Context: an optimization exercise on an open-source flow, tuned for small area, a short achievable clock period and few clock cycles per item. The choices shown serve that exercise and are no tape-out recipe.
In this exercise RTL edits were held to simulation tests only and were not proved equivalent to the original.
Power figures rest on the tool's default switching activity, not on a simulated workload.

== old ==
==> flow/design.v (excerpt) <==
module pi_speed_controller_with_position_core #(
    parameter int GEAR_MODULUS   = pisc_pkg::GEAR_MODULUS_DEF,
    parameter int INTEGRAL_LIMIT = pisc_pkg::INTEGRAL_LIMIT_DEF
) (
    input  logic                          i_clk,
    input  logic                          i_rst_n,
    input  logic                          i_s_tvalid,
    output logic                          o_s_tready,
    input  logic [pisc_pkg::IN_W-1:0]     i_s_tdata,
    output logic                          o_m_tvalid,
    input  logic                          i_m_tready,
    output logic [pisc_pkg::OUT_W-1:0]    o_m_tdata,
    input  logic                          psel,
    input  logic                          penable,
    input  logic                          pwrite,
    input  logic [pisc_pkg::APB_AW-1:0]   paddr,
    input  logic [pisc_pkg::APB_DW-1:0]   pwdata,
    output logic [pisc_pkg::APB_DW-1:0]   prdata,
    output logic                          pready
);
clock: 10.0 ns
lec_check: 0
cap_margin: 20
core_margin: 2
core_utilization: 60
setup_slack_margin: 5.0
slew_margin: 20
standard.sh (not shown) runs the stock make flow with config.mk's settings and CLKGATE_MAP_FILE= SYNTH_SCRIPT=/design/flow/synth_recipe.tcl, a recipe that flattens the netlist after the stock synthesis.
==> flow/flow/run.sh <==
#!/bin/bash
# The standard layout, with plain buf_2 cells as the port buffers (the
# standard flow's buffer_ports picks a slow delay cell for them).
set -euo pipefail
export BUFFER_PORTS_ARGS="-buffer_cell sky130_fd_sc_hd__buf_2"
bash standard.sh > standard.log 2>&1
Testbench counts of old, summed over its fixed seeds: cycles 2,080, items 2,048.
Changes in new relative to old:
--- a/flow/design.v
+++ b/flow/design.v
@@ -203,16 +203,16 @@
     assign w_d17   = {i_s_tdata[15], i_s_tdata[15:0]};
     pisc_bk17 u_add_err (.i_a(w_dbl), .i_b(w_d17 ^ {17{!i_s_tdata[24]}}),
                          .i_c(!i_s_tdata[24]), .o_s(w_err), .o_c());
     logic [16:0] r_err1, r_err2, r_err3;
     logic [15:0] r_d1, r_d2, r_d3;
     logic [2:0]  r_f1, r_f2, r_f3;        
     logic        w_err_ovf;
-    logic [11:0] w_pim, w_ppm;
-    logic [11:0] r_pim2, r_ppm2;
+    logic [12:0] w_pim, w_ppm;
+    logic [12:0] r_pim2, r_ppm2;
     assign w_err_ovf = !(&r_err1[16:12]) && (|r_err1[16:12]);
     pisc_mul_sat u_mul_pi (.i_e(r_err1[11:0]), .i_s(r_err1[16]), .i_k(r_ki), .o_m(w_pim));
     pisc_mul_sat u_mul_pp (.i_e(r_err1[11:0]), .i_s(r_err1[16]), .i_k(r_kp), .o_m(w_ppm));
     logic [11:0] r_integ;
     logic [6:0]  r_duty3;
     logic        w_sgn2;
     logic [13:0] w_pi14, w_pp14;
@@ -223,16 +223,16 @@
     logic [6:0]  w_duty_a, w_duty_b, w_duty_c, w_duty;
     function automatic logic [6:0] duty_of(input logic [13:0] sum);
         if (sum[13])                     duty_of = 7'd0;
         else if (sum >= 14'd3200)        duty_of = 7'd100;
         else                             duty_of = sum[11:5];
     endfunction
     assign w_sgn2 = r_err2[16];
-    assign w_pi14 = {2'b00, r_pim2} ^ {14{w_sgn2}};
-    assign w_pp14 = {2'b00, r_ppm2} ^ {14{w_sgn2}};
+    assign w_pi14 = {1'b0, r_pim2} ^ {14{w_sgn2}};
+    assign w_pp14 = {1'b0, r_ppm2} ^ {14{w_sgn2}};
     pisc_sk14 u_add_int (.i_a({2'b00, r_integ}), .i_b(w_pi14), .i_c(w_sgn2),
                          .o_s(w_s), .o_c());
     assign w_s_neg = w_s[13];
     assign w_s_big = !w_s[13] && (w_s >= 14'd3200);
     always_comb begin
         if (w_s_neg)      w_integ = 12'd0;
         else if (w_s_big) w_integ = 12'd3200;
@@ -240,17 +240,17 @@
     end
     assign w_ca_s = {2'b00, r_integ} ^ w_pi14 ^ w_pp14;
     assign w_ca_m = ({2'b00, r_integ} & w_pi14) | ({2'b00, r_integ} & w_pp14)
                   | (w_pi14 & w_pp14);
     assign w_ca_c = {w_ca_m[12:0], w_sgn2};
     pisc_sk14 u_add_sa (.i_a(w_ca_s), .i_b(w_ca_c), .i_c(w_sgn2), .o_s(w_suma), .o_c());
     assign w_duty_a = duty_of(w_suma);
-    assign w_sumb   = 14'd3200 - {2'b00, r_ppm2};
+    assign w_sumb   = 14'd3200 - {1'b0, r_ppm2};
     assign w_duty_b = w_sgn2 ? duty_of(w_sumb) : 7'd100;
-    assign w_duty_c = w_sgn2 ? 7'd0 : ((r_ppm2 >= 12'd3200) ? 7'd100 : r_ppm2[11:5]);
+    assign w_duty_c = w_sgn2 ? 7'd0 : ((r_ppm2 >= 13'd3200) ? 7'd100 : r_ppm2[11:5]);
     assign w_duty = w_s_neg ? w_duty_c : (w_s_big ? w_duty_b : w_duty_a);
     logic [29:0] w_cmpx;
     logic [31:0] w_d32;
     logic [13:0] w_gnew;
     pisc_mul_u24u7 u_mul_cmp (.i_a(r_w), .i_b(r_duty3), .o_p(w_cmpx));
     assign w_d32  = {{16{r_d3[15]}}, r_d3};
     logic [9:0]        w_glo;
@@ -288,16 +288,16 @@
         if (w_adv) begin
             r_err1 <= {w_err[16:12], w_err[11:0] ^ {12{w_err[16]}}};
             r_d1   <= i_s_tdata[15:0];
             r_f1   <= i_s_tdata[27:25];
             r_err2 <= r_err1;
             r_d2   <= r_d1;
             r_f2   <= r_f1;
-            r_pim2 <= (w_err_ovf && (r_ki != 8'd0)) ? 12'd4095 : w_pim;
-            r_ppm2 <= (w_err_ovf && (r_kp != 8'd0)) ? 12'd4095 : w_ppm;
+            r_pim2 <= (w_err_ovf && (r_ki != 8'd0)) ? 13'd4096 : w_pim;
+            r_ppm2 <= (w_err_ovf && (r_kp != 8'd0)) ? 13'd4096 : w_ppm;
             r_err3  <= r_err2;
             r_d3    <= r_d2;
             r_f3    <= r_f2;
             r_duty3 <= w_duty;
             r_err     <= {r_err3[16:12], r_err3[11:0] ^ {12{r_err3[16]}}};
             r_duty    <= r_duty3;
             r_cmp     <= w_cmpx[29:14];
@@ -326,15 +326,15 @@
     assign o_m_tdata  = {6'd0, r_gear, r_segment, r_travel, r_integ_o,
                          r_err, r_cmp, r_duty};
 endmodule
 module pisc_mul_sat (
     input  logic [11:0] i_e,
     input  logic i_s,
     input  logic [7:0] i_k,
-    output logic [11:0] o_m
+    output logic [12:0] o_m
 );
     logic ex_0;
     logic ex_1;
     logic ex_2;
     logic ex_3;
     logic ex_4;
     logic ex_5;
@@ -792,15 +792,15 @@
                  m34 |
                  m36 |
                  m68 |
                  m70 |
                  m90 |
                  m112 |
                  fc;
-    assign o_m = ovf ? 12'd4095 : fs;
+    assign o_m = ovf ? 13'd4096 : {1'b0, fs};
 endmodule
 module pisc_mul_u24u7 (
     input  logic [23:0] i_a,
     input  logic [6:0] i_b,
     output logic [29:0] o_p
 );
     logic pp_0_0;
- Status: area of the multi-input gates parity (old, new)
- new vs. old: design internal power went down by about 3.4%.
- Flops: new more than old
- Power improves in new relative to old.
- Summary of new over old: global-route usage shrank by 0.76 points; routed wire length held steady.
- The power per unit of standard cell area reported for new is smaller than that of old by 2.3%.
- new vs. old: clock share of power went down, die area went up.
- Compared with old, in new per-cell routed wire length went down about 1.1%, fraction of final layout cells sized beyond drive strength 1 now smaller, width of the chip saw an increase.
Testbench counts of new, summed over its fixed seeds: cycles 2,080, items 2,048.

## static timing again, ports no longer ideal
No port has a modelled driver above. Below, the same layouts with a new extraction and two added sets of constraints. Step 1 (the two cells are an assumption about what drives the block):
set clk [get_ports {i_clk}]
set_driving_cell -lib_cell sky130_fd_sc_hd__clkbuf_16 $clk
set_driving_cell -lib_cell sky130_fd_sc_hd__buf_2 [delete_from_list [all_inputs] $clk]
Step 2, shift: input delay + t, output delay - t, t = (earliest + latest rising clock arrival at the registers) / 2. This alone moves slack from input paths to output paths. Three values: no drivers, after step 1, after step 2; two values: the first two.
run	t, ns	slack for setup (ns)	worst setup path after step 2	clock arrival spread, ns
old	0.627	4.626 / 4.626 / 4.601	input to register	0.046 / 0.045
new	0.637	4.943 / 4.943 / 4.632	input to register	0.035 / 0.035
After both steps setup and hold are still met in every run listed. For new, which loses most, drivers alone change the setup slack by 0.000 ns; drivers and shift together by -0.311 ns.
